Context: an optimization exercise on an open-source flow, tuned for small area, a short achievable clock period and few clock cycles per item. The choices shown serve that exercise and are no tape-out recipe. The RTL was checked by simulation tests, not by an equivalence proof against the original design. The clock cells of runs 2 to 8 come from the design's own scripts or RTL, not from TritonCTS. The flow treats the clock pin as an ideal source. Dropping or thinning the clock tree relies on that and would not hold on a real chip. Power and IR drop assume default switching activity.

## flow/design.v (module list and top-level ports; edited modules follow where they fit)
// module desSbox: 917 lines
// module desRoundFunction: 38 lines
// module desKeySchedule: 63 lines
// module desDataPath: 45 lines
// module desControl: 54 lines
// module desCore: 53 lines
module desCore (
   input logic clk,
   input logic rstN,
   input logic req,
   output logic ack,
   input logic decrypt,
   input logic [desCtrlPkg::BlockW-1:0] block,
   input logic [desCtrlPkg::KeyW-1:0] key,
   output logic [desCtrlPkg::BlockW-1:0] result
);
  // ...
==> flow/flow/run.sh <==
#!/bin/bash
# ORFS layout through the standard.sh, with these changes:
#  - synthesis runs flow/synth.tcl (the standard flow's script with the ABC script of
#    flow/logic.abc, no adder extraction, no quick abc pass);
#  - plain buffers on the ports instead of the default delay-cell buffers;
#  - the make variables in flow/make_args (repair targets).
# Each tool's output goes to a log file in this folder.
set -euo pipefail
here=$(pwd)
export MY_ABC_SCRIPT=$here/flow/logic.abc
export BUFFER_PORTS_ARGS="-buffer_cell sky130_fd_sc_hd__buf_2"
sed "s#SYNTH_SCRIPT=[^ ]*#SYNTH_SCRIPT=$here/flow/synth.tcl#" standard.sh > my_standard.sh
bash my_standard.sh $(cat flow/make_args) finish > standard.log 2>&1
==> flow/flow/logic.abc <==
strash
dc2
dch -f
amap
topo
stime -c
==> flow/flow/make_args <==
SETUP_SLACK_MARGIN=7
==> flow/flow/synth.tcl <==
# The standard flow's synthesis (synth_recipe.tcl) with three changes: Yosys's quick
# abc pass inside synth is skipped, half/full adders are not extracted (so
# the final ABC run sees all the logic), and ABC runs the script named in
# MY_ABC_SCRIPT instead of ORFS's area script.
proc synth {args} { yosys synth -nofsm -noshare -noabc {*}$args }
proc extract_fa {args} { }
proc abc {args} {
  set i [lsearch -exact $args -script]
  if {$i >= 0} { lset args [expr {$i + 1}] $::env(MY_ABC_SCRIPT) }
  yosys abc {*}$args
}
source $::env(SCRIPTS_DIR)/synth.tcl
# left out here: clear keep_hierarchy, flatten, clean up, hide names made inside functions, write 1_2_yosys.v
==> flow/standard.sh <==
#!/bin/bash
# synth_recipe.tcl (not shown) runs the flow's synth.tcl, then flattens the netlist and writes it again
# the make line also repeats each setting of config.mk as NAME=value (left out here)
make -C /OpenROAD-flow-scripts/flow DESIGN_CONFIG=/design/flow/config.mk WORK_HOME=/design/flow/orfs CLKGATE_MAP_FILE= SYNTH_SCRIPT=/design/flow/synth_recipe.tcl "${@:-finish}"
==> flow/config.mk <==
export PLATFORM = sky130hd
export DESIGN_NAME = desCore
export DESIGN_NICKNAME = desCore
export VERILOG_FILES = /design/flow/design.v
export SDC_FILE = /design/flow/constraint.sdc
export NUM_CORES = 4
export LEC_CHECK = 0
export ABC_AREA = 1
export CAP_MARGIN = 20
export CORE_MARGIN = 2
export CORE_UTILIZATION = 60
export SLEW_MARGIN = 20
==> flow/constraint.sdc <==
create_clock -name core_clock -period 10.0 [get_ports {clk}]
set_input_delay 2.0000 -clock core_clock [delete_from_list [all_inputs] [get_ports {clk}]]
set_output_delay 2.0000 -clock core_clock [all_outputs]
set_load 0.01 [all_outputs]
==> reports/metrics.cfg, run 1 <==
[global_routing]
grt_use_met2 = 0.6435
grt_max_degree = 69
grtUsageMet3 = 0.09064
grt_util_all_layers = 0.4132
busiest_layer = met2
grt_pass1_vias = 10419

[placed_design]
gp_congestion = 1.019

[layout]
inv_count = 226
top_regs = uDataPath.lReg: 32 flops, uDataPath.rReg: 32 flops
clockBufferCount = 22
drive_gt1_frac = 0.2524

[setup_path]
crit_chain = buf_2
ff2ff_path_depth = 6

[hold_path]
hp-class = reg -> reg

[outcome]
run_status = timing/DRC/antenna clean

[timing]
rsz0062_at_grt = yes
fmax_ghz = 0.3301
finalWorstSetupSlack_ns = 6.971

[clocking]
clock_sinks = 128

[drt]
finalWirelength_um = 34210
num_vias = 11874
met3_wirelength_um = 4476

[synth]
ys_top_cells_by_count = nor2_1, clkinv_1, o22ai_1, dfxtp_1, o21ai_0
syn_inst = 1280
synth_edf_count = 1
synth-seq-cells = 128

[power_and_ir_drop]
p_clk_mw = 0.654
p_clk_frac = 0.211
internal_power_mw = 1.645

Testbench counts, summed over its fixed seeds: cycles 7,680, items 384.
==> inputs of run 2 (changes only) <==
==> flow/flow/run.sh (replaced) <==
#!/bin/bash
# ORFS layout through the standard.sh, with these changes:
#  - synthesis runs flow/synth.tcl (the standard flow's script with the ABC script of
#    flow/logic.abc, no adder extraction, no quick abc pass);
#  - plain buffers on the ports instead of the default delay-cell buffers;
#  - the make variables in flow/make_args (repair targets);
#  - a two-level balanced clock tree (flow/tree_cts.tcl, run as the PRE_CTS hook) in
#    place of TritonCTS's H-tree.
# Each tool's output goes to a log file in this folder.
set -euo pipefail
here=$(pwd)
export MY_ABC_SCRIPT=$here/flow/logic.abc
export PRE_CTS_TCL=$here/flow/tree_cts.tcl
export BUFFER_PORTS_ARGS="-buffer_cell sky130_fd_sc_hd__buf_2"
sed "s#SYNTH_SCRIPT=[^ ]*#SYNTH_SCRIPT=$here/flow/synth.tcl#" standard.sh > my_standard.sh
bash my_standard.sh $(cat flow/make_args) finish > standard.log 2>&1
==> flow/flow/tree_cts.tcl (new file) <==
set block [ord::get_db_block]
set db [ord::get_db]
set master [$db findMaster sky130_fd_sc_hd__clkbuf_16]
set clk_net [$block findNet clk]
set sinks {}
foreach it [$clk_net getITerms] {
  set bb [[$it getInst] getBBox]
  lappend sinks [list $it [expr {([$bb xMin] + [$bb xMax]) / 2}] [expr {([$bb yMin] + [$bb yMax]) / 2}]]
}
puts "tree_cts: [llength $sinks] clock sinks"

proc bisect {items depth axis} {
  if {$depth == 0} { return [list $items] }
  set sorted [lsort -integer -index $axis $items]
  set h [expr {[llength $sorted] / 2}]
  set next [expr {$axis == 1 ? 2 : 1}]
  return [concat [bisect [lrange $sorted 0 [expr {$h - 1}]] [expr {$depth - 1}] $next] \
                 [bisect [lrange $sorted $h end] [expr {$depth - 1}] $next]]
}

proc centre {pts} {
  set sx 0; set sy 0
  foreach p $pts { incr sx [lindex $p 1]; incr sy [lindex $p 2] }
  return [list [expr {$sx / [llength $pts]}] [expr {$sy / [llength $pts]}]]
}

proc add_buf {block master name in_net x y} {
  set net [odb::dbNet_create $block ${name}_net]
  $net setSigType CLOCK
  set buf [odb::dbInst_create $block $master $name]
  [$buf findITerm A] connect $in_net
  [$buf findITerm X] connect $net
  $buf setLocation $x $y
  $buf setPlacementStatus PLACED
  return $net
}

set leaves [bisect $sinks 3 1]
for {set r 0} {$r < 4} {incr r} {
  set ga [lindex $leaves [expr {2 * $r}]]
  set gb [lindex $leaves [expr {2 * $r + 1}]]
  lassign [centre [concat $ga $gb]] rx ry
  set root_net [add_buf $block $master clkbuf_root_$r $clk_net $rx $ry]
  foreach g [list $ga $gb] k {0 1} {
    lassign [centre $g] lx ly
    set leaf_net [add_buf $block $master clkbuf_leaf_${r}_$k $root_net $lx $ly]
    foreach s $g {
      set it [lindex $s 0]
      $it disconnect
      $it connect $leaf_net
    }
    puts "tree_cts: leaf ${r}_$k drives [llength $g] sinks"
  }
}
$clk_net setSigType CLOCK
global_connect
rename clock_tree_synthesis ""
proc clock_tree_synthesis {args} {
  puts "tree_cts: clock_tree_synthesis skipped (tree built in the PRE_CTS hook)"
  set_propagated_clock [all_clocks]
}
==> reports/metrics.cfg, run 2 <==
[placed_design]
gp_congestion = 1.019  ; unchanged
dp_slack_ns = 6.229
place_area_um2 = 9998
numPortBuffers = 188
place_hpwl_um = 22240

[layout]
area_growth_pct = 27.19
post-route-util = 0.7726
drive_gt1_frac = 0.2273  ; -0.02514
fin_area_um2 = 11100
num_antenna_cells = 0
final_cell_mix = nor2_1, clkinv_1, buf_2, o22ai_1, dfxtp_1
top_regs = uDataPath.lReg: 32 flops, uDataPath.rReg: 32 flops
final_common_cell = nor2_1
finalNetCount = 1643

[drt]
drc_errors = 0
m1WireLength_um = 12760
drtAntennaViolNets = 0
drtIter0Drc = 2046
wl_per_cell_um = 19.88
highest_layer = met4
met2_length_um = 14880
met3_wirelength_um = 4646  ; +3.8%
firstDrtPassIters = 8
num_vias = 11751  ; -1.0%
viasPerCell = 6.941
finalWirelength_um = 33660  ; -1.6%

[setup_path]
cp_data_required_time_ns = 8.00
crit_path_start_kind = register
path_class = reg -> out
end_kind = output port
crit_chain = buf_2
cpLargestDelayFamily = flip-flops
cp_slowest_cell = dfxtp_1
crit_arrival_ns = 1.03
cpPeakStageDelay_ns = 0.55
cp_max_fo = 4
crit_buf_inv = 1

[synth]
yosysSeqAreaShare = 0.2947
synth_area_um2 = 8728
ys_top_cells_by_count = nor2_1, clkinv_1, o22ai_1, dfxtp_1, o21ai_0
synth_area_leaders = dfxtp_1, o22ai_1, nor2_1, clkinv_1, o221ai_1
synth.most_common_cell = nor2_1
yosys_warnings = 4
synth_fa_ha_area_frac = 0
synth.area.mux_share = 0
synth_top_family_by_area = compound AO/OA/AOI/OAI gates
synthXorXnorAreaFrac = 0.01104
synth_edf_count = 1  ; unchanged
synth_compound_area_frac = 0.4192
synthArstFlopShare = 0
synth-simple-area-share = 0.1779
netlist.area_leader.share = 0.2913
synth.distinct_cells = 40
syn_inst = 1280  ; unchanged
yosys_most_used_dff = dfxtp_1
syn_avg_cell_area_um2 = 6.819
synth-seq-cells = 128  ; unchanged
synth_top_cell_by_area = dfxtp_1
syn-num-nets = 1412

[power_and_ir_drop]
power_density_nw_per_um2 = 251.6
ir_drop_mv = 0.1491
total_power_mw = 2.794
p_leak_nw = 4.163

[floorplan]
ios = 197
die_h_um = 124.6
die_w_um = 124.6
coreArea_um2 = 14370
dieArea_um2 = 15530
rows = 44
initial_core_util = 0.6075

[clocking]
clkTransAtPathRegs_ns = 0.08
clock_latency_ns = 0.28
postCtsHoldBufs = 0

[global_routing]
grt_pass1_vias = 10435  ; +0.15%
grt_util_all_layers = 0.3969  ; -0.01636
grt_pass1_wl_um = 52170
grt_max_degree = 69  ; unchanged
antenna_found_initial = 0
grt-ovfl-total = 0

[timing]
fmax_ghz = 0.3295  ; -0.18%
setup_tns_ns = 0
period_share = 0.3035
finalWorstSetupSlack_ns = 6.965  ; -0.005530 ns
relSlewSlack = 0.3023
finalSetupViolCount = 0
fin_skew_ns = 0.01546
fin_crit_ns = 3.035
rsz0062_at_grt = yes
max_slew.worst_pin.slew_ns = 1.046
slew_viol_final = 0
hold_viol_final = 0

[outcome]
run_status = timing/DRC/antenna clean

[run]
maxCapViolCount = 0

[hold_path]
hp-class = reg -> reg

run 2: changes by cell type in the layout (fill, tap and decap cells not counted), sizes merged:
| cell | delta |
|---|---|
| nand2 | +1 |
| clkbuf | -10 |
| bufinv | -3 |
| or2 | +1 |
| clkinvlp | +1 |
| inv | +4 |
| buf | -6 |
| clkinv | -12 |
run 2: worst paths after layout:
check                             from              endpoint  slack [ns]  depth (start not counted)
setup / recovery     uDataPath.rReg[2]            result[40]        6.97                          1
hold / removal    uControl.roundCnt[0]  uControl.roundCnt[0]        0.46                          1
setup reg to reg     uDataPath.rReg[1]    uDataPath.rReg[27]        6.97                         14
hold reg to reg   uControl.roundCnt[0]  uControl.roundCnt[0]        0.46                          1
run 2: logic make-up (layout without fill, tap and decap cells):
family                 count (synthesis)  in the layout
XOR/XNOR                              11             11
flip-flops                           128            128
AND/OR/NAND/NOR                      381            384
buffers and inverters                226            452
AO/OA/AOI/OAI                        534            534
run 2: metal layers:
layer / vias up / GRT usage
li1: 5318 / -
met1: 5310 / 0.5458
met2: 970 / 0.6461
met3: 153 / 0.05971
met4: 0 / 0.1183
met5: - / 0
run 2: report_power, final:
group          internal [mW]  leakage, nW  switching, mW
Sequential             0.615         1.08          0.131
Clock                  0.213        0.148          0.171
Combinational          0.590         2.93           1.07
Total                   1.42         4.16           1.37
run 2: cell type report:
class,count,area (um^2)
multi-input cells,929,5867
well taps,184,230.2
inverters,226,875.8
flip-flops and latches,128,2601
fillers,1133,3267
repair buffers,214,1227
plain buffers,12,300.3
run 2: metrics by stage:
| stage | hold WS, ns | instances |
|---|---|---|
| 3_5_place_dp | 0.4417 | 1659 |
| 6_report | 0.4568 | 1693 |
| 4_1_cts | 0.4589 | 1678 |
| 2_1_floorplan | 0.4105 | 1280 |
| 5_1_grt | 0.4922 | 1693 |
| 3_3_place_gp | 0.4237 | 1658 |
run 2: repair_timing:
item,in CTS,in global routing
gates cloned,3,2
setup buffers,4,13
pin swaps,4,8
endpoints found under the setup margin,41,38
resized for setup,54,92
==> inputs of run 3 (changes only) <==
==> flow/flow/make_args (replaced) <==
SETUP_SLACK_MARGIN=7.15
==> reports/metrics.cfg, run 3 <==
[outcome]
run_status = timing/DRC/antenna clean

[timing]
fin_skew_ns = 0.01091  ; -0.004543 ns
finalSetupViolCount = 0  ; unchanged
hold-worst-slack_ns = 0.4646  ; +0.007833 ns
rsz0062_at_grt = yes
relSlewSlack = 0.3772  ; +0.07488
hold_viol_final = 0  ; unchanged
max_slew.worst_pin.slew_ns = 0.9342  ; -0.1123 ns
setup_tns_ns = 0  ; unchanged
period_share = 0.2947  ; -0.008763
fin_crit_ns = 2.947  ; -0.08763 ns
fmax_ghz = 0.3393  ; +3.0%
slew_viol_final = 0  ; unchanged

[global_routing]
grt_max_degree = 68  ; -1.4%
grt_pass1_wl_um = 52150  ; about the same
grt-ovfl-total = 0  ; unchanged
antenna_found_initial = 0  ; unchanged
grt_pass1_vias = 10297  ; -1.3%
grt_util_all_layers = 0.3979  ; +0.001022

[run]
maxCapViolCount = 0  ; unchanged

[floorplan]
initial_core_util = 0.6075  ; unchanged
dieArea_um2 = 15530  ; unchanged
coreArea_um2 = 14370  ; unchanged
ios = 197  ; unchanged
die_h_um = 124.6  ; unchanged
die_w_um = 124.6  ; unchanged
rows = 44  ; unchanged

[synth]
synth_area_leaders = dfxtp_1, o22ai_1, nor2_1, clkinv_1, o221ai_1
synth-seq-cells = 128  ; unchanged
synthArstFlopShare = 0  ; unchanged
netlist.area_leader.share = 0.2913  ; unchanged
synth_edf_count = 1  ; unchanged
ys_top_cells_by_count = nor2_1, clkinv_1, o22ai_1, dfxtp_1, o21ai_0
syn_avg_cell_area_um2 = 6.819  ; unchanged
synth_top_cell_by_area = dfxtp_1
syn-num-nets = 1412  ; unchanged
yosysSeqAreaShare = 0.2947  ; unchanged
synth_area_um2 = 8728  ; unchanged
synth.most_common_cell = nor2_1
yosys_warnings = 4  ; unchanged
yosys_most_used_dff = dfxtp_1
synth.distinct_cells = 40  ; unchanged
syn_inst = 1280  ; unchanged

[setup_path]
crit_buf_inv = 2  ; +1
end_kind = register
crit_arrival_ns = 3.09  ; +2.06 ns
cp_max_fo = 10  ; +6
cpPeakStageDelay_ns = 0.75  ; +0.20 ns
crit_chain = clkinvlp_4 -> o22ai_1 -> clkinv_1 -> nor3_1 -> nor3_1 -> nor3_1 -> nor3_2 -> nand2_1 -> o21ai_0
crit_path_start_kind = register
crit_top_cell = nor3_1
cp_slowest_cell = o22ai_1
path_class = reg -> reg
cpLargestDelayFamily = simple AND/OR/NAND/NOR gates
cp_data_required_time_ns = 10.14  ; +2.14 ns

[placed_design]
place_area_um2 = 9995  ; about the same
gp_congestion = 1.021  ; +0.15%
numPortBuffers = 188  ; unchanged
place_hpwl_um = 22050  ; -0.84%

[layout]
final_common_cell = nor2_1
num_antenna_cells = 0  ; unchanged
drive_gt1_frac = 0.2646  ; +0.03734
post-route-util = 0.7875  ; +0.01489
top_regs = uDataPath.lReg: 32 flops, uDataPath.rReg: 32 flops
final_cell_mix = nor2_1, buf_2, clkinv_1, o22ai_1, dfxtp_1
area_growth_pct = 29.65
finalNetCount = 1653  ; +0.61%
fin_area_um2 = 11320  ; +1.9%

[drt]
viasPerCell = 6.942  ; about the same
finalWirelength_um = 34820  ; +3.4%
wl_per_cell_um = 20.44  ; +2.8%
num_vias = 11823  ; +0.61%
drtAntennaViolNets = 0  ; unchanged
firstDrtPassIters = 9  ; +1
drtIter0Drc = 1869  ; -8.7%
drc_errors = 0  ; unchanged

[hold_path]
hp-class = reg -> reg

[clocking]
clock_latency_ns = 0.28  ; about the same
clkTransAtPathRegs_ns = 0.07  ; about the same

[power_and_ir_drop]
total_power_mw = 2.891  ; +3.5%
p_leak_nw = 4.230  ; +1.6%
power_density_nw_per_um2 = 255.5  ; +1.5%
ir_drop_mv = 0.1746  ; +17%

[run 3: timing repair]
item | 4_1_cts | 5_1_grt
pin swaps | 4 | 17
setup endpoints to repair | 96 | 71
hold buffers | 0 | 0
cloned | 2 | 3
gates resized for setup | 87 | 128
setup buffers | 11 | 16
[run 3: layout make-up]
class	instances	area (um^2)
Multi-Input combinational cell	931	5993
Inverter	226	900.9
Sequential cell	128	2648
Tap cell	184	230.2
Buffer	12	300.3
Fill cell	1091	3053
Timing Repair Buffer	222	1244
[run 3: kinds of logic (layout without fill, tap and decap cells)]
logic type	count (synthesis)	after routing	synth area share
DFF	128	128	0.2947
AOI/OAI and AO/OA	534	534	0.4192
and+or+nand+nor	381	386	0.1779
xor gates and xnor gates	11	11	0.01104
buffers and inverters	226	460	0.09719
[run 3: routing by layer]
metal | share of wire | track usage | vias up | routed length, um
met5 | 0 | 0 | - | 0
met4 | 0.050 | 0.1388 | 0 | 1726
met3 | 0.13 | 0.04768 | 195 | 4645
met2 | 0.44 | 0.6403 | 1037 | 15300
met1 | 0.38 | 0.5528 | 5257 | 13140
li1 | - | - | 5334 | -
[run 3: worst paths after layout]
path	start	slack, ns	depth (start not counted)	to
max reg2reg	uDataPath.rReg[11]	7.05	9	uDataPath.rReg[21]
max	uDataPath.rReg[11]	7.05	9	uDataPath.rReg[21]
min	uControl.roundCnt[0]	0.46	1	uControl.roundCnt[0]
min reg2reg	uControl.roundCnt[0]	0.46	1	uControl.roundCnt[0]
[run 3: report_power, final]
part | internal, mW | leakage, nW | total [mW] | switching (mW)
clock | 0.214 | 0.148 | 0.387 | 0.174
sequential | 0.625 | 1.09 | 0.760 | 0.135
combinational | 0.627 | 3.00 | 1.74 | 1.12
[run 3: stage by stage]
step	cells	setup WS (ns)
finish	1703	7.053
global route	1703	7.000
CTS	1684	7.030
detailed placement	1659	6.573
floorplan	1280	6.944
global placement	1659	6.610
[run 3: worst register-to-register path, delay by kind of cell, from the launching register on]
kind                   cells  cell delay [ns]
and+or+nand+nor            5             0.92
AOI/OAI and AO/OA          2             0.83
buffers and inverters      2             0.65
DFF                        1             0.42
==> inputs of run 4 (changes only) <==
--- a/flow/flow/run.sh
+++ b/flow/flow/run.sh
@@ -11,6 +11,6 @@
 here=$(pwd)
 export MY_ABC_SCRIPT=$here/flow/logic.abc
 export PRE_CTS_TCL=$here/flow/tree_cts.tcl
-export BUFFER_PORTS_ARGS="-buffer_cell sky130_fd_sc_hd__buf_2"
+export BUFFER_PORTS_ARGS="-buffer_cell sky130_fd_sc_hd__buf_1"
 sed "s#SYNTH_SCRIPT=[^ ]*#SYNTH_SCRIPT=$here/flow/synth.tcl#" standard.sh > my_standard.sh
 bash my_standard.sh $(cat flow/make_args) finish > standard.log 2>&1
==> flow/flow/make_args (replaced) <==
SETUP_SLACK_MARGIN=7
--- a/flow/flow/tree_cts.tcl
+++ b/flow/flow/tree_cts.tcl
@@ -1,6 +1,7 @@
 set block [ord::get_db_block]
 set db [ord::get_db]
-set master [$db findMaster sky130_fd_sc_hd__clkbuf_16]
+set root_master [$db findMaster sky130_fd_sc_hd__clkbuf_4]
+set leaf_master [$db findMaster sky130_fd_sc_hd__clkbuf_8]
 set clk_net [$block findNet clk]
 set sinks {}
 foreach it [$clk_net getITerms] {
@@ -40,10 +41,10 @@
   set ga [lindex $leaves [expr {2 * $r}]]
   set gb [lindex $leaves [expr {2 * $r + 1}]]
   lassign [centre [concat $ga $gb]] rx ry
-  set root_net [add_buf $block $master clkbuf_root_$r $clk_net $rx $ry]
+  set root_net [add_buf $block $root_master clkbuf_root_$r $clk_net $rx $ry]
   foreach g [list $ga $gb] k {0 1} {
     lassign [centre $g] lx ly
-    set leaf_net [add_buf $block $master clkbuf_leaf_${r}_$k $root_net $lx $ly]
+    set leaf_net [add_buf $block $leaf_master clkbuf_leaf_${r}_$k $root_net $lx $ly]
     foreach s $g {
       set it [lindex $s 0]
       $it disconnect
==> reports/metrics.cfg, run 4 <==
[floorplan]
coreArea_um2 = 14370  ; unchanged
die_w_um = 124.6  ; unchanged
ios = 197  ; unchanged
initial_core_util = 0.6075  ; unchanged
dieArea_um2 = 15530  ; unchanged
rows = 44  ; unchanged
die_h_um = 124.6  ; unchanged

[hold_path]
hp-class = reg -> reg

[power_and_ir_drop]
swShare = 0.5149  ; +0.02162
internal_power_mw = 1.278  ; -13%
ir_drop_mv = 0.1457  ; -17%
power_density_nw_per_um2 = 246.7  ; -3.4%
p_comb_frac = 0.621  ; +0.018
p_switching_mw = 1.356  ; -4.9%
p_clk_frac = 0.096  ; -0.038
p_leak_nw = 3.548  ; -16%
seq_power_share = 0.283  ; +0.020

[synth]
netlist.area_leader.share = 0.2913  ; unchanged
syn_avg_cell_area_um2 = 6.819  ; unchanged
syn_inst = 1280  ; unchanged
synth-seq-cells = 128  ; unchanged
synth.most_common_cell = nor2_1
yosysSeqAreaShare = 0.2947  ; unchanged
synth_area_leaders = dfxtp_1, o22ai_1, nor2_1, clkinv_1, o221ai_1
syn-num-nets = 1412  ; unchanged
synth.distinct_cells = 40  ; unchanged
synth_area_um2 = 8728  ; unchanged
synth_edf_count = 1  ; unchanged
ys_top_cells_by_count = nor2_1, clkinv_1, o22ai_1, dfxtp_1, o21ai_0
synth_top_cell_by_area = dfxtp_1
synthArstFlopShare = 0  ; unchanged
yosys_most_used_dff = dfxtp_1
yosys_warnings = 4  ; unchanged

[global_routing]
grt_max_degree = 69  ; +1.5%
grt_pass1_vias = 9978  ; -3.1%
antenna_found_initial = 0  ; unchanged
grt-ovfl-total = 0  ; unchanged
grt_pass1_wl_um = 50610  ; -3.0%
grt_util_all_layers = 0.3874  ; -0.01053

[setup_path]
crit_chain = buf_1
cp_data_required_time_ns = 8.00  ; -2.14 ns
crit_arrival_ns = 0.98  ; -2.11 ns
crit_buf_inv = 1  ; -1
cp_max_fo = 4  ; -6
cpPeakStageDelay_ns = 0.48  ; -0.27 ns
crit_path_start_kind = register
end_kind = output port
cp_slowest_cell = dfxtp_1
path_class = reg -> out
cpLargestDelayFamily = flip-flops

[timing]
fmax_ghz = 0.3355  ; -1.1%
fin_skew_ns = 0.01742  ; +0.006510 ns
setup_tns_ns = 0  ; unchanged
hold-worst-slack_ns = 0.4592  ; -0.005384 ns
finalSetupViolCount = 0  ; unchanged
relSlewSlack = 0.3319  ; -0.04536
fin_crit_ns = 2.981  ; +0.03404 ns
hold_viol_final = 0  ; unchanged
period_share = 0.2981  ; +0.003404
slew_viol_final = 0  ; unchanged
rsz0062_at_grt = yes
max_slew.worst_pin.slew_ns = 1.002  ; +0.06804 ns

[layout]
final_cell_mix = nor2_1, clkinv_1, buf_1, o22ai_1, dfxtp_1
finalNetCount = 1641  ; -0.73%
fillers = 1206  ; +11%
drive_gt1_frac = 0.1035  ; -0.1611
area_growth_pct = 22.30
top_regs = uDataPath.lReg: 32 flops, uDataPath.rReg: 32 flops
final_common_cell = nor2_1
post-route-util = 0.7429  ; -0.04458
multi_input_area_um2 = 5851  ; -2.4%
final-seq-area_um2 = 2610  ; -1.4%

[drt]
viasPerCell = 6.824  ; -1.7%
wl_per_cell_um = 19.55  ; -4.4%
drtIter0Drc = 2126  ; +14%
drc_errors = 0  ; unchanged
drtAntennaViolNets = 0  ; unchanged
num_vias = 11547  ; -2.3%
finalWirelength_um = 33070  ; -5.0%
firstDrtPassIters = 9  ; unchanged

[placed_design]
place_hpwl_um = 21400  ; -2.9%
gp_congestion = 1.005  ; -1.6%
numPortBuffers = 188  ; unchanged

[clocking]
clock_latency_ns = 0.32  ; +0.04 ns
clkTransAtPathRegs_ns = 0.10  ; +0.03 ns

[run]
maxCapViolCount = 0  ; unchanged

[outcome]
run_status = timing/DRC/antenna clean

## run 4: changes by cell type in the layout (fill, tap and decap cells not counted), sizes merged
cell | before | now
buf | 222 | 210
bufbuf | 0 | 2
clkinv | 185 | 197
clkinvlp | 12 | 10
diode | 0 | 1
inv | 29 | 19
nand3 | 9 | 7
## run 4: cells by family (layout without fill, tap and decap cells)
family | Yosys count | count (layout) | share of synthesized area
and+or+nand+nor | 381 | 384 | 0.1779
other | 0 | 1 | 0
buffers and inverters | 226 | 450 | 0.09719
DFF | 128 | 128 | 0.2947
AOI/OAI and AO/OA | 534 | 534 | 0.4192
xor gates and xnor gates | 11 | 11 | 0.01104
## run 4: repair_timing
item	in CTS	in global routing
pin swaps	3	6
hold buffers	0	0
buffers inserted	2	15
gates resized for setup	50	101
setup endpoints to repair	38	36
cloned	4	1
## run 4: final timing paths
kind	from	to	cells after the start	slack, ns
max	uDataPath.rReg[22]	result[12]	1	7.02
min	uControl.roundCnt[0]	uControl.roundCnt[0]	1	0.46
max reg2reg	uDataPath.rReg[29]	uDataPath.rReg[23]	13	7.09
min reg2reg	uControl.roundCnt[0]	uControl.roundCnt[0]	1	0.46
## run 4: cell type report
class                      count  area share
buffer                        12     0.01313
tap                          184     0.02157
sequential                   128      0.2445
antenna                        1   0.0002344
inverter                     226     0.08310
multi-input combinational    929      0.5481
timing repair buffer         212     0.08943
## run 4: power groups by stage
stage                     logic (mW)  clock network, mW  registers (mW)
after global routing            1.80              0.270           0.758
final                           1.64              0.252           0.746
after floorplan                 1.02                  0           0.726
after CTS                       1.45              0.249           0.716
after detailed placement        1.40                  0           0.719
after global placement          1.39                  0           0.717
## run 4: metrics by stage
| stage | worst slack (ns) | power, mW | cells | area, um^2 |
|---|---|---|---|---|
| after floorplan | 6.944 | 1.750 | 1280 | 8741 |
| after global placement | 6.219 | 2.112 | 1657 | 9736 |
| after detailed placement | 6.278 | 2.119 | 1657 | 9736 |
| after CTS | 6.951 | 2.415 | 1675 | 10190 |
| after global routing | 6.884 | 2.823 | 1691 | 10670 |
| final | 7.019 | 2.634 | 1692 | 10680 |
## run 4: per-layer routing
| metal | GRT usage | wire, um | part of all wire |
|---|---|---|---|
| met1 | 0.5517 | 12960 | 0.39 |
| met2 | 0.6117 | 14630 | 0.44 |
| met3 | 0.05284 | 4345 | 0.13 |
| met4 | 0.1170 | 1132 | 0.034 |
| met5 | 0 | 0 | 0 |
==> inputs of run 5 (changes only) <==
==> flow/flow/logic.abc (replaced) <==
strash
&get -n
&dc2
&dc2
&dch -f
&nf -a -R 1000 -F 8 -A 8 -C 32
&put
==> reports/metrics.cfg, run 5 <==
[synth]
synth-seq-cells = 128  ; unchanged
synth.distinct_cells = 45  ; +13%
netlist.area_leader.share = 0.3064  ; +0.01511
synth_top_cell_by_area = dfxtp_1
synth.most_common_cell = a222oi_1
syn-num-nets = 1142  ; -19%
synth_edf_count = 1  ; unchanged
yosys_most_used_dff = dfxtp_1
syn_avg_cell_area_um2 = 8.216  ; +20%
yosysSeqAreaShare = 0.3100  ; +0.01529
syn_inst = 1010  ; -21%
synth_area_um2 = 8298  ; -4.9%
yosys_warnings = 4  ; unchanged
ys_top_cells_by_count = a222oi_1, nand2_1, dfxtp_1, nor2_1, o21ai_0
synth_area_leaders = dfxtp_1, a222oi_1, xor2_1, nand2_1, xnor2_1
synthArstFlopShare = 0  ; unchanged

[setup_path]
end_kind = output port
cpLargestDelayFamily = flip-flops
crit_buf_inv = 2  ; +1
path_class = reg -> out
cp_max_fo = 17  ; +13
worstSetupStartpoint = uControl.doneQ
crit_chain = buf_12 -> clkbuf_2
cp_slowest_cell = dfxtp_4
cpPeakStageDelay_ns = 0.43  ; -0.05 ns
rr_startpoint = uKeySchedule.cReg[17]
crit_path_start_kind = register
cp_data_required_time_ns = 8.00  ; about the same
crit_arrival_ns = 1.09  ; +0.11 ns

[layout]
drive_gt1_frac = 0.06056  ; -0.04296
num_antenna_cells = 0  ; -1
finalNetCount = 1356  ; -17%
fin_area_um2 = 9774  ; -8.4%
fillers = 1145  ; -5.1%
post-route-util = 0.7294  ; -0.01354
area_growth_pct = 17.79
final_common_cell = buf_1
finalNonFillerCells = 1398  ; -17%
top_regs = uDataPath.lReg: 32 flops, uDataPath.rReg: 32 flops
final_cell_mix = buf_1, a222oi_1, nand2_1, dfxtp_1, nor2_1

[floorplan]
die_h_um = 121.6  ; -2.4%
ios = 197  ; unchanged
dieArea_um2 = 14790  ; -4.8%
rows = 42  ; -4.5%
initial_core_util = 0.6192  ; +0.01178
coreArea_um2 = 13400  ; -6.7%
die_w_um = 121.6  ; -2.4%

[clocking]
post_cts_buffers = 0  ; -2
clock_latency_ns = 0.32  ; about the same
clkTransAtPathRegs_ns = 0.11  ; about the same
postCtsHoldBufs = 0  ; unchanged

[timing]
fin_skew_ns = 0.02699  ; +0.009570 ns
hold_viol_final = 0  ; unchanged
fmax_ghz = 0.3237  ; -3.5%
hold-worst-slack_ns = 0.5189  ; +0.05964 ns
rsz0062_at_grt = yes
setup_tns_ns = 0  ; unchanged
slew_viol_final = 0  ; unchanged
finalSetupViolCount = 0  ; unchanged
period_share = 0.3090  ; +0.01086
max_slew.worst_pin.slew_ns = 1.033  ; +0.03073 ns
fin_crit_ns = 3.090  ; +0.1086 ns
finalWorstSetupSlack_ns = 6.910  ; -0.1086 ns
relSlewSlack = 0.3064  ; -0.02543

[power_and_ir_drop]
p_switching_mw = 1.924  ; +42%
p_leak_nw = 3.485  ; -1.8%
seq_power_share = 0.266  ; -0.017
internal_power_mw = 1.614  ; +26%
ir_drop_mv = 0.2248  ; +54%
total_power_mw = 3.538  ; +34%
swShare = 0.5438  ; +0.02889
p_clk_frac = 0.070  ; -0.026
p_comb_frac = 0.664  ; +0.043
power_density_nw_per_um2 = 361.9  ; +47%

[drt]
firstDrtPassIters = 15  ; +6
num_vias = 10112  ; -12%
drc_errors = 0  ; unchanged
drtIter0Drc = 2309  ; +8.6%
wl_per_cell_um = 20.61  ; +5.4%
drtAntennaViolNets = 0  ; unchanged
viasPerCell = 7.233  ; +6.0%
finalWirelength_um = 28810  ; -13%

[run]
maxCapViolCount = 0  ; unchanged

[outcome]
run_status = timing/DRC/antenna clean

[global_routing]
antenna_found_initial = 1  ; +1
grt_pass1_wl_um = 42820  ; -15%
grt_max_degree = 78  ; +13%
grt_pass1_vias = 8553  ; -14%
grt_util_all_layers = 0.3509  ; -0.03646
grt-ovfl-total = 0  ; unchanged

[placed_design]
gp_congestion = 0.9759  ; -2.8%
place_hpwl_um = 18830  ; -12%
numPortBuffers = 188  ; unchanged
place_area_um2 = 9361  ; -3.8%
dp_slack_ns = 6.499  ; +0.2210 ns
place_inst = 1382  ; -17%

[hold_path]
hp-class = reg -> reg
hold_start = uControl.roundCnt[0]

run 5: changes by cell type in the layout (fill, tap and decap cells not counted), sizes merged, moves of 19 or more:
cell / before / now
xor2: 0 / 68
nand2: 42 / 139
o22ai: 162 / 5
o221ai: 61 / 2
xnor2: 11 / 57
nor3: 50 / 20
a222oi: 33 / 177
inv: 19 / 0
o21ai: 99 / 75
a22oi: 37 / 3
nor2: 265 / 91
clkinv: 197 / 46
run 5: cells by family (layout without fill, tap and decap cells):
kind of cell	count (synthesis)	count (layout)	share of synthesized area
compound gates	408	408	0.3830
mux	1	1	0.001206
buf+inv	46	256	0.02081
flops	128	128	0.3100
xor+xnor	125	125	0.1319
simple gates	302	304	0.1530
run 5: routing by layer:
layer,up-vias,wire (um),global-route usage
met5,-,10,0
met4,2,822,0.09124
met3,78,3923,0.06133
met2,752,13080,0.5723
met1,4718,10970,0.4825
li1,4562,-,-
run 5: path summary, 6_finish.rpt:
path | to | cells after the start | slack [ns]
max | ack | 2 | 6.91
min | uControl.roundCnt[0] | 1 | 0.52
max reg2reg | uDataPath.rReg[23] | 9 | 7.22
min reg2reg | uControl.roundCnt[0] | 1 | 0.52
run 5: layout make-up:
cell class	count	area [um^2]	share of cell area
buffer	12	140.1	0.01434
inverter	46	172.7	0.01767
multi-input combinational	838	5761	0.5893
sequential	128	2626	0.2687
tap	176	220.2	0.02253
timing repair buffer	198	854.6	0.08743
run 5: what timing repair did:
action,CTS,global route
endpoints found under the setup margin,81,85
cloned,1,3
resized for setup,25,33
run 5: power groups by stage:
| stage | sequential [mW] | combinational, mW | clock, mW |
|---|---|---|---|
| floorplan | 0.860 | 1.70 | 0 |
| global placement | 0.897 | 2.21 | 0 |
| detailed placement | 0.903 | 2.23 | 0 |
| CTS | 0.905 | 2.25 | 0.250 |
| global route | 0.955 | 2.62 | 0.266 |
| finish | 0.941 | 2.35 | 0.249 |
run 5: worst reg2reg max path: stages (launching register included):
cell	delay, ns
dfxtp_1	0.40
xnor2_1	0.49
nor2_1	0.23
nand2b_1	0.24
xor2_1	0.25
o21ai_0	0.21
a311oi_1	0.30
o21ai_0	0.13
a21oi_1	0.31
xnor2_1	0.15
==> module desControl, before the edit <==
module desControl (
   input logic clk,
   input logic rstN,
   input logic req,
   output logic ack,
   output logic load,
   output logic step,
   output logic hold,
   output logic shiftOne
);
   logic idleQ;
   logic runQ;
   logic doneQ;
   logic [3:0] roundCnt;
   always_ff @(posedge clk)
   begin
      if (!rstN)
      begin
         idleQ <= 1'b1;
         runQ <= 1'b0;
         doneQ <= 1'b0;
      end
      else
      begin
         if (idleQ && req)
         begin
            idleQ <= 1'b0;
            runQ <= 1'b1;
         end
         if (runQ && roundCnt == 4'd15)
         begin
            runQ <= 1'b0;
            doneQ <= 1'b1;
         end
         if (doneQ && !req)
         begin
            doneQ <= 1'b0;  
            idleQ <= 1'b1;
         end
      end
   end
   always_ff @(posedge clk)
   begin
      if (!runQ)
         roundCnt <= '0;
      else
         roundCnt <= roundCnt + 1'b1;
   end
   assign load = idleQ;
   assign step = runQ;
   assign hold = doneQ;
   assign shiftOne = (roundCnt == 4'd0) || (roundCnt == 4'd7) || (roundCnt == 4'd14);
   assign ack = doneQ;
endmodule
==> inputs of run 6 (changes only) <==
--- a/flow/design.v
+++ b/flow/design.v
@@ -1155,6 +1155,7 @@
    logic idleQ;
    logic runQ;
    logic doneQ;
+   logic ackQ;  
    logic [3:0] roundCnt;
    always_ff @(posedge clk)
    begin
@@ -1185,6 +1186,15 @@
    end
    always_ff @(posedge clk)
    begin
+      if (!rstN)
+         ackQ <= 1'b0;
+      else if (runQ && roundCnt == 4'd15)
+         ackQ <= 1'b1;
+      else if (ackQ && !req)
+         ackQ <= 1'b0;
+   end
+   always_ff @(posedge clk)
+   begin
       if (!runQ)
          roundCnt <= '0;
       else
@@ -1194,7 +1204,7 @@
    assign step = runQ;
    assign hold = doneQ;
    assign shiftOne = (roundCnt == 4'd0) || (roundCnt == 4'd7) || (roundCnt == 4'd14);
-   assign ack = doneQ;
+   assign ack = ackQ;
 endmodule
 module desCore (
    input logic clk,
==> flow/flow/make_args (replaced) <==
SETUP_SLACK_MARGIN=6.9
==> reports/metrics.cfg, run 6 <==
[outcome]
run_status = timing/DRC/antenna clean

[layout]
multi_input_area_um2 = 5717  ; -0.76%
top_regs = uDataPath.lReg: 32 flops, uDataPath.rReg: 32 flops
final-seq-area_um2 = 2606  ; -0.76%
fillers = 1205  ; +5.2%
final_cell_mix = buf_1, a222oi_1, nand2_1, dfxtp_1, nor2_1
post-route-util = 0.7016  ; -0.02782
final_common_cell = buf_1
finalNetCount = 1361  ; +0.37%
area_growth_pct = 15.65
drive_gt1_frac = 0.03993  ; -0.02062

[synth]
synth_top_family_by_area = compound AO/OA/AOI/OAI gates
synthArstFlopShare = 0  ; unchanged
syn_inst = 1018  ; +0.79%
yosysSeqAreaShare = 0.3115  ; +0.001473
synth.distinct_cells = 44  ; -2.2%
synth_compound_area_frac = 0.3805  ; -0.002504
syn_avg_cell_area_um2 = 8.176  ; -0.49%
synth-simple-area-share = 0.1562  ; +0.003148
synthXorXnorAreaFrac = 0.1294  ; -0.002501
netlist.area_leader.share = 0.3079  ; +0.001484
synth-seq-cells = 129  ; +0.78%
syn-num-nets = 1150  ; +0.70%
yosys_warnings = 4  ; unchanged
ys_top_cells_by_count = a222oi_1, nand2_1, dfxtp_1, nor2_1, o21ai_0
yosys_most_used_dff = dfxtp_1
synth_fa_ha_area_frac = 0  ; unchanged
synth_area_um2 = 8323  ; +0.30%
synth_edf_count = 1  ; unchanged
synth.area.mux_share = 0.001203  ; -0.000003627
synth.most_common_cell = a222oi_1
synth_area_leaders = dfxtp_1, a222oi_1, xor2_1, nand2_1, xnor2_1
synth_top_cell_by_area = dfxtp_1

[setup_path]
rr_startpoint = uDataPath.rReg[17]
cp_data_required_time_ns = 8.00  ; about the same
crit_chain = buf_1
path_class = reg -> out
end_kind = output port
cpLargestDelayFamily = flip-flops
cpPeakStageDelay_ns = 0.59  ; +0.16 ns
cp_max_fo = 6  ; -11
worstSetupStartpoint = uDataPath.rReg[3]
crit_path_start_kind = register
crit_buf_inv = 1  ; -1
crit_arrival_ns = 1.12  ; +0.03 ns
cp_slowest_cell = dfxtp_1

[timing]
hold-worst-slack_ns = 0.4782  ; -0.04062 ns
fmax_ghz = 0.3208  ; -0.89%
fin_skew_ns = 0.02141  ; -0.005584 ns
finalSetupViolCount = 0  ; unchanged
relSlewSlack = 0.2869  ; -0.01955
max_slew.worst_pin.slew_ns = 1.066  ; +0.03314 ns
setup_tns_ns = 0  ; unchanged
hold_viol_final = 0  ; unchanged
period_share = 0.3117  ; +0.002761
finalWorstSetupSlack_ns = 6.883  ; -0.02761 ns
rsz0062_at_grt = yes
slew_viol_final = 0  ; unchanged
fin_crit_ns = 3.117  ; +0.02761 ns

[clocking]
post_cts_buffers = 0  ; unchanged
clock_latency_ns = 0.32  ; about the same
clkTransAtPathRegs_ns = 0.11  ; about the same
postCtsHoldBufs = 0  ; unchanged

[drt]
wl_per_cell_um = 19.45  ; -5.6%
drtAntennaViolNets = 0  ; unchanged
firstDrtPassIters = 15  ; unchanged
num_vias = 9935  ; -1.8%
drtIter0Drc = 1934  ; -16%
viasPerCell = 7.056  ; -2.4%
drc_errors = 0  ; unchanged
finalWirelength_um = 27380  ; -4.9%

[global_routing]
antenna_found_initial = 1  ; unchanged
grt-ovfl-total = 0  ; unchanged
grt_pass1_wl_um = 42340  ; -1.1%
grt_pass1_vias = 8317  ; -2.8%
grt_util_all_layers = 0.3429  ; -0.007990
grt_max_degree = 74  ; -5.1%

[placed_design]
place_hpwl_um = 18480  ; -1.9%
dp_slack_ns = 6.490  ; -0.009710 ns
numPortBuffers = 188  ; unchanged
gp_congestion = 1.051  ; +7.7%

[floorplan]
die_h_um = 121.8  ; +0.14%
die_w_um = 121.8  ; +0.14%
coreArea_um2 = 13720  ; +2.4%
initial_core_util = 0.6067  ; -0.01258
ios = 197  ; unchanged
rows = 43  ; +2.4%
dieArea_um2 = 14830  ; +0.29%

[run]
maxCapViolCount = 0  ; unchanged

[hold_path]
hold_start = uControl.ackQ
hp-class = reg -> reg

[power_and_ir_drop]
power_density_nw_per_um2 = 357.6  ; -1.2%
ir_drop_mv = 0.2769  ; +23%
p_leak_nw = 3.418  ; -1.9%

run 6: cell count changes after synthesis, moves of 3 or more:
cell / delta
nand4_1: -3
or2_0: +3
a21oi_1: +4
a31oi_1: -5
nor2b_1: +3
nand2_1: +9
nor2_1: -3
o21ai_0: +3
run 6: through the flow:
| stage | total power [mW] | cell area [um^2] | cells |
|---|---|---|---|
| 2_1_floorplan | 2.544 | 8354 | 1018 |
| 3_3_place_gp | 3.081 | 9359 | 1393 |
| 3_5_place_dp | 3.089 | 9359 | 1393 |
| 4_1_cts | 3.343 | 9514 | 1406 |
| 5_1_grt | 3.753 | 9623 | 1407 |
| 6_report | 3.442 | 9625 | 1408 |
run 6: what timing repair did:
action,in CTS,in global routing
resized for setup,2,19
hold endpoints to repair,0,0
cloned,1,1
setup endpoints to repair,56,65
pin swaps,0,0
run 6: final timing paths:
| path | to | slack [ns] | cells past startpoint |
|---|---|---|---|
| worst min-delay path | uControl.ackQ | 0.48 | 2 |
| worst min register to register | uControl.ackQ | 0.48 | 2 |
| worst max register to register | uDataPath.rReg[31] | 7.09 | 8 |
| worst max-delay path | result[32] | 6.88 | 1 |
run 6: cell families after synthesis:
kind of cell	count (synthesis)
AND/OR/NAND/NOR	309
flip-flops	129
AO/OA/AOI/OAI	409
buffers and inverters	47
multiplexers	1
XOR/XNOR	123
run 6: metal layers:
layer  GRT usage  up-vias  share of wire
met5           0        -              0
met4      0.1157        0          0.038
met3     0.03699       78           0.12
met2      0.5461      717           0.45
met1      0.4846     4560           0.39
li1            -     4580              -
run 6: where the power goes:
| part | internal [mW] | switching (mW) | total (mW) |
|---|---|---|---|
| Sequential | 0.649 | 0.258 | 0.908 |
| Clock | 0.0923 | 0.157 | 0.249 |
| Combinational | 0.839 | 1.45 | 2.28 |
| Total | 1.58 | 1.86 | 3.44 |
run 6: layout make-up:
class | count | area share
Tap cell | 180 | 0.02340
Sequential cell | 129 | 0.2708
Timing Repair Buffer | 195 | 0.07877
Antenna cell | 1 | 0.0002600
Multi-Input combinational cell | 844 | 0.5939
Buffer | 12 | 0.01456
Inverter | 47 | 0.01833
Testbench counts of run 6, summed over its fixed seeds: cycles 7,680, items 384.
==> inputs of run 7 (changes only) <==
==> flow/flow/make_args (replaced) <==
SETUP_SLACK_MARGIN=7
==> reports/metrics.cfg, run 7 <==
[outcome]
run_status = timing/DRC/antenna clean

[synth]
yosys_warnings = 4  ; unchanged
synthArstFlopShare = 0  ; unchanged
syn_avg_cell_area_um2 = 8.176  ; unchanged
yosysSeqAreaShare = 0.3115  ; unchanged
synth_top_cell_by_area = dfxtp_1
synth.distinct_cells = 44  ; unchanged
synth_edf_count = 1  ; unchanged
syn_inst = 1018  ; unchanged
ys_top_cells_by_count = a222oi_1, nand2_1, dfxtp_1, nor2_1, o21ai_0
synth.most_common_cell = a222oi_1
yosys_most_used_dff = dfxtp_1
synth-seq-cells = 129  ; unchanged
netlist.area_leader.share = 0.3079  ; unchanged
synth_area_leaders = dfxtp_1, a222oi_1, xor2_1, nand2_1, xnor2_1
synth_area_um2 = 8323  ; unchanged
syn-num-nets = 1150  ; unchanged

[power_and_ir_drop]
seq_power_share = 0.266  ; +0.002
p_clk_frac = 0.072  ; about the same
p_switching_mw = 1.872  ; +0.55%
internal_power_mw = 1.591  ; +0.71%
power_density_nw_per_um2 = 357.9  ; about the same
ir_drop_mv = 0.2719  ; -1.8%
p_leak_nw = 3.430  ; +0.36%
p_comb_frac = 0.661  ; -0.003
swShare = 0.5405  ; about the same

[placed_design]
numPortBuffers = 188  ; unchanged
place_hpwl_um = 18480  ; unchanged
dp_slack_ns = 6.490  ; unchanged
gp_congestion = 1.051  ; unchanged

[timing]
finalSetupViolCount = 0  ; unchanged
fmax_ghz = 0.3334  ; +3.9%
slew_viol_final = 0  ; unchanged
finalWorstSetupSlack_ns = 7.001  ; +0.1181 ns
fin_crit_ns = 2.999  ; -0.1181 ns
rsz0062_at_grt = yes
relSlewSlack = 0.2702  ; -0.01672
setup_tns_ns = 0  ; unchanged
fin_skew_ns = 0.02525  ; +0.003841 ns
period_share = 0.2999  ; -0.01181
hold_viol_final = 0  ; unchanged
max_slew.worst_pin.slew_ns = 1.091  ; +0.02499 ns

[layout]
fillers = 1192  ; -1.1%
finalNetCount = 1363  ; +0.15%
top_regs = uDataPath.lReg: 32 flops, uDataPath.rReg: 32 flops
final_common_cell = buf_1
area_growth_pct = 16.27
drive_gt1_frac = 0.05858  ; +0.01865
final_cell_mix = buf_1, a222oi_1, nand2_1, dfxtp_1, nor2_1
post-route-util = 0.7053  ; +0.003739

[drt]
drc_errors = 0  ; unchanged
drtAntennaViolNets = 0  ; unchanged
finalWirelength_um = 28050  ; +2.4%
num_vias = 9949  ; +0.14%
firstDrtPassIters = 14  ; -1
wl_per_cell_um = 19.89  ; +2.3%
drtIter0Drc = 1867  ; -3.5%
viasPerCell = 7.056  ; about the same

[floorplan]
die_w_um = 121.8  ; unchanged
die_h_um = 121.8  ; unchanged
dieArea_um2 = 14830  ; unchanged
rows = 43  ; unchanged
initial_core_util = 0.6067  ; unchanged
ios = 197  ; unchanged
coreArea_um2 = 13720  ; unchanged

[setup_path]
cp_data_required_time_ns = 8.00  ; about the same
cp_slowest_cell = dfxtp_1
end_kind = output port
crit_chain = buf_1
cpLargestDelayFamily = flip-flops
cpPeakStageDelay_ns = 0.50  ; -0.09 ns
crit_buf_inv = 1  ; unchanged
cp_max_fo = 5  ; -1
crit_path_start_kind = register
crit_arrival_ns = 1.00  ; -0.12 ns
rr_startpoint = uKeySchedule.cReg[23]
path_class = reg -> out
ff2ff_path_depth = 8  ; unchanged
reg2reg_to = uDataPath.rReg[9]
reg2reg_slack_ns = 7.20  ; +0.11 ns

[hold_path]
hp-class = reg -> reg
whs_path_depth = 2  ; unchanged
min_to = uControl.ackQ
hold_start = uControl.ackQ

[run]
maxCapViolCount = 0  ; unchanged

[global_routing]
grt_max_degree = 75  ; +1.4%
grt_pass1_vias = 8394  ; +0.93%
grt-ovfl-total = 0  ; unchanged
grt_pass1_wl_um = 42680  ; +0.80%
antenna_found_initial = 1  ; unchanged
grt_util_all_layers = 0.3460  ; +0.003099

[clocking]
clock_latency_ns = 0.32  ; about the same
post_cts_buffers = 0  ; unchanged
postCtsHoldBufs = 0  ; unchanged
clkTransAtPathRegs_ns = 0.10  ; about the same

==> run 7: cell count changes in the layout (fill, tap and decap cells not counted), sizes merged <==
cell    change
and2        +1
buf         -1
nor2b       +1
clkbuf      +1
==> run 7: what timing repair did <==
action                     CTS  global route
setup endpoints to repair   74            41
cloned                       2             2
pin swaps                    0             0
resized for setup           21            22
==> run 7: final cells by class <==
| cell class | count | area, um^2 | area share |
|---|---|---|---|
| diodes | 1 | 2.502 | 0.0002586 |
| flip-flops and latches | 129 | 2633 | 0.2720 |
| well taps | 180 | 225.2 | 0.02327 |
| multi-input cells | 846 | 5741 | 0.5932 |
| repair buffers | 195 | 759.5 | 0.07848 |
| inverters | 47 | 176.4 | 0.01823 |
| plain buffers | 12 | 140.1 | 0.01448 |
==> run 7: worst max path at each step <==
stage | depth (start not counted) | end | startpoint | slack [ns]
final | 1 | result[58] | uDataPath.rReg[8] | 7.00
after global routing | 11 | uDataPath.rReg[13] | uKeySchedule.dReg[23] | 6.92
after CTS | 1 | result[10] | uDataPath.rReg[14] | 7.00
after detailed placement | 4 | uKeySchedule.dReg[20] | decrypt | 6.49
after global placement | 4 | uKeySchedule.dReg[9] | decrypt | 6.54
after floorplan | 3 | uKeySchedule.cReg[16] | decrypt | 7.01
==> run 7: metal layers <==
metal / vias to the layer above / wire [um] / global-route usage
met5: - / 0 / 0
met4: 0 / 881 / 0.1193
met3: 61 / 3447 / 0.04494
met2: 752 / 12710 / 0.5489
met1: 4559 / 11010 / 0.4850
li1: 4577 / - / -
==> run 7: stage by stage <==
stage	cells	power (mW)	hold WS, ns	area [um^2]
6_report	1410	3.464	0.4782	9677
5_1_grt	1409	3.767	0.5069	9674
4_1_cts	1407	3.355	0.4830	9545
3_5_place_dp	1393	3.089	0.4698	9359
3_3_place_gp	1393	3.081	0.4482	9359
2_1_floorplan	1018	2.544	0.4616	8354
==> run 7: power by group through the flow <==
| stage | Sequential (mW) | Combinational [mW] | Clock [mW] |
|---|---|---|---|
| after floorplan | 0.863 | 1.68 | 0 |
| after global placement | 0.896 | 2.18 | 0 |
| after detailed placement | 0.898 | 2.19 | 0 |
| after CTS | 0.896 | 2.21 | 0.252 |
| after global routing | 0.937 | 2.56 | 0.272 |
| final | 0.923 | 2.29 | 0.251 |
==> run 7: logic make-up (layout without fill, tap and decap cells) <==
kind of cell,Yosys count,in the layout,share of synthesized area
compound gates,409,409,0.3805
simple gates,309,313,0.1562
flops,129,129,0.3115
xor+xnor,123,123,0.1294
buf+inv,47,254,0.02120
mux,1,1,0.001203
other cells,0,1,0
==> inputs of run 8 (changes only) <==
--- a/flow/config.mk
+++ b/flow/config.mk
@@ -8,5 +8,5 @@
 export ABC_AREA = 1
 export CAP_MARGIN = 20
 export CORE_MARGIN = 2
-export CORE_UTILIZATION = 60
+export CORE_UTILIZATION = 50
 export SLEW_MARGIN = 20
==> reports/metrics.cfg, run 8 <==
[outcome]
run_status = timing/DRC/antenna clean

[global_routing]
grt-ovfl-total = 0  ; unchanged
antenna_found_initial = 2  ; +1
grt_util_all_layers = 0.2990  ; -0.04707
grt_max_degree = 69  ; -8.0%
grt_pass1_vias = 8540  ; +1.7%
grt_pass1_wl_um = 44550  ; +4.4%

[synth]
yosys_warnings = 4  ; unchanged
yosys_most_used_dff = dfxtp_1
synth.distinct_cells = 44  ; unchanged
netlist.area_leader.share = 0.3079  ; unchanged
synth_area_um2 = 8323  ; unchanged
synth-seq-cells = 129  ; unchanged
synth_area_leaders = dfxtp_1, a222oi_1, xor2_1, nand2_1, xnor2_1
synthArstFlopShare = 0  ; unchanged
syn_inst = 1018  ; unchanged
synth.most_common_cell = a222oi_1
synth_top_cell_by_area = dfxtp_1
synth_edf_count = 1  ; unchanged
syn-num-nets = 1150  ; unchanged
syn_avg_cell_area_um2 = 8.176  ; unchanged
ys_top_cells_by_count = a222oi_1, nand2_1, dfxtp_1, nor2_1, o21ai_0
yosysSeqAreaShare = 0.3115  ; unchanged

[drt]
finalWirelength_um = 28190  ; +0.50%
drtAntennaViolNets = 0  ; unchanged
num_vias = 9778  ; -1.7%
viasPerCell = 6.753  ; -4.3%
firstDrtPassIters = 14  ; unchanged
wl_per_cell_um = 19.47  ; -2.1%
drtIter0Drc = 1911  ; +2.4%
drc_errors = 0  ; unchanged

[floorplan]
initial_core_util = 0.5073  ; -0.09937
die_w_um = 133.0  ; +9.2%
dieArea_um2 = 17690  ; +19%
ios = 197  ; unchanged
rows = 47  ; +9.3%
coreArea_um2 = 16410  ; +20%
die_h_um = 133.0  ; +9.2%

[timing]
fmax_ghz = 0.3380  ; +1.4%
slew_viol_final = 0  ; unchanged
max_slew.worst_pin.slew_ns = 1.005  ; -0.08627 ns
setup_tns_ns = 0  ; unchanged
rsz0062_at_grt = yes
hold_viol_final = 0  ; unchanged
fin_crit_ns = 2.958  ; -0.04094 ns
finalSetupViolCount = 0  ; unchanged
relSlewSlack = 0.3253  ; +0.05517
period_share = 0.2958  ; -0.004094
fin_skew_ns = 0.01106  ; -0.01419 ns

[power_and_ir_drop]
power_density_nw_per_um2 = 356.5  ; -0.41%
ir_drop_mv = 0.2091  ; -23%
p_leak_nw = 3.426  ; -0.12%
total_power_mw = 3.471  ; +0.21%

[clocking]
clkTransAtPathRegs_ns = 0.11  ; about the same
clock_latency_ns = 0.32  ; about the same
postCtsHoldBufs = 0  ; unchanged

[setup_path]
worstSetupStartpoint = uDataPath.rReg[14]
reg2reg_to = uDataPath.rReg[24]
cpPeakStageDelay_ns = 0.46  ; -0.04 ns
ff2ff_path_depth = 12  ; +4
crit_buf_inv = 1  ; unchanged
rr_startpoint = uKeySchedule.dReg[9]
cp_data_required_time_ns = 8.00  ; about the same
path_class = reg -> out
crit_chain = buf_1
crit_cells = 1  ; unchanged
cpLargestDelayFamily = flip-flops
crit_path_start_kind = register
cp_slowest_cell = dfxtp_2
crit_arrival_ns = 0.96  ; -0.04 ns
end_kind = output port
cp_max_fo = 5  ; unchanged
reg2reg_slack_ns = 7.16  ; -0.04 ns
endpoint = result[10]

[placed_design]
place_hpwl_um = 19750  ; +6.9%
numPortBuffers = 188  ; unchanged
gp_congestion = 0.9348  ; -11%

[layout]
final_cell_mix = buf_1, a222oi_1, nand2_1, dfxtp_1, nor2_1
drive_gt1_frac = 0.06031  ; +0.001725
final_common_cell = buf_1
top_regs = uDataPath.lReg: 32 flops, uDataPath.rReg: 32 flops
fillers = 1578  ; +32%
multi_input_area_um2 = 5724  ; -0.28%
area_growth_pct = 16.99
finalNetCount = 1361  ; -0.15%
final-seq-area_um2 = 2645  ; +0.48%

[hold_path]
hp-class = reg -> reg
whs_path_depth = 2  ; unchanged

[run]
maxCapViolCount = 0  ; unchanged

[run 8: worst min-delay path by stage]
stage | endpoint | slack [ns] | from
finish | uControl.ackQ | 0.47 | uControl.ackQ
global route | uControl.ackQ | 0.52 | uControl.ackQ
CTS | uControl.ackQ | 0.47 | uControl.ackQ
detailed placement | uControl.ackQ | 0.46 | uControl.ackQ
global placement | uControl.ackQ | 0.45 | uControl.ackQ
floorplan | uControl.roundCnt[0] | 0.46 | uControl.roundCnt[0]
[run 8: cells by family (layout without fill, tap and decap cells)]
family                    count (synthesis)  after routing  synth area share
AOI/OAI and AO/OA                       409            409            0.3805
xor gates and xnor gates                123            123            0.1294
buffers and inverters                    47            256           0.02120
DFF                                     129            129            0.3115
muxes                                     1              1          0.001203
other                                     0              1                 0
and+or+nand+nor                         309            309            0.1562
[run 8: power by group]
| group | internal, mW | switching, mW | total [mW] |
|---|---|---|---|
| Sequential | 0.665 | 0.267 | 0.933 |
| Clock | 0.0925 | 0.164 | 0.256 |
| Combinational | 0.847 | 1.44 | 2.28 |
| Total | 1.60 | 1.87 | 3.47 |
[run 8: area by class of cell]
class                      count  area share
multi-input combinational    842      0.5879
sequential                   129      0.2717
timing repair buffer         197     0.07941
tap                          220     0.02827
inverter                      47     0.01812
buffer                        12     0.01439
antenna                        1   0.0002570
[run 8: layer usage]
layer	global-route usage	wire, um	vias to the layer above
met5	0	13	-
met4	0.08961	867	2
met3	0.03333	2592	58
met2	0.4747	12790	585
met1	0.4273	11930	4560
li1	-	-	4573
[run 8: what timing repair did]
item                       in CTS  in global routing
buffers inserted                0                  0
gates cloned                    0                  0
gates resized for setup        21                 27
setup endpoints to repair      78                 28
[run 8: metrics by stage]
| step | utilization | hold WS, ns | instances | area [um^2] | worst slack (ns) |
|---|---|---|---|---|---|
| 2_1_floorplan | - | 0.4616 | 1018 | 8354 | 7.009 |
| 3_3_place_gp | 0.5744 | 0.4541 | 1435 | 9424 | 6.509 |
| 3_5_place_dp | 0.5744 | 0.4592 | 1435 | 9424 | 6.494 |
| 4_1_cts | 0.5845 | 0.4732 | 1447 | 9590 | 7.002 |
| 5_1_grt | 0.5935 | 0.5171 | 1448 | 9737 | 6.948 |
| 6_report | 0.5935 | 0.4664 | 1448 | 9737 | 7.042 |

-- port drivers added, routing unchanged --
Ports are ideal in the flow. The routed layouts listed here were re-timed in OpenROAD. Step 1, drivers: a clkbuf_16 drives clk and a buf_2 each remaining input, both assumed. Step 2 moves the port delays by t, midway between the first and last clock arrival at a register: inputs arrive t later, outputs are due t later. That takes back most of the time a late clock gives input paths. Slacks: ideal ports / drivers / drivers and shift; pairs: ideal ports / drivers.
run | t, ns | setup WS [ns] | clock arrival spread, ns | cell pins on the clock port's net
run 1 | 0.472 | 6.971 / 6.925 / 6.660 | 0.011 / 0.010 | 1
run 2 | 0.363 | 6.965 / 6.872 / 6.709 | 0.016 / 0.016 | 4
run 3 | 0.371 | 7.053 / 7.035 / 6.790 | 0.011 / 0.011 | 4
run 4 | 0.387 | 7.019 / 6.946 / 6.701 | 0.018 / 0.017 | 4
run 5 | 0.388 | 6.910 / 6.834 / 6.691 | 0.027 / 0.027 | 4
run 6 | 0.378 | 6.883 / 6.811 / 6.661 | 0.021 / 0.021 | 4
run 7 | 0.380 | 7.001 / 6.928 / 6.685 | 0.025 / 0.025 | 4
run 8 | 0.387 | 7.042 / 6.969 / 6.774 | 0.012 / 0.011 | 4
After both steps every run listed still meets setup and hold. For run 4, which loses most, drivers alone change the setup slack by -0.073 ns; drivers and shift together by -0.318 ns.
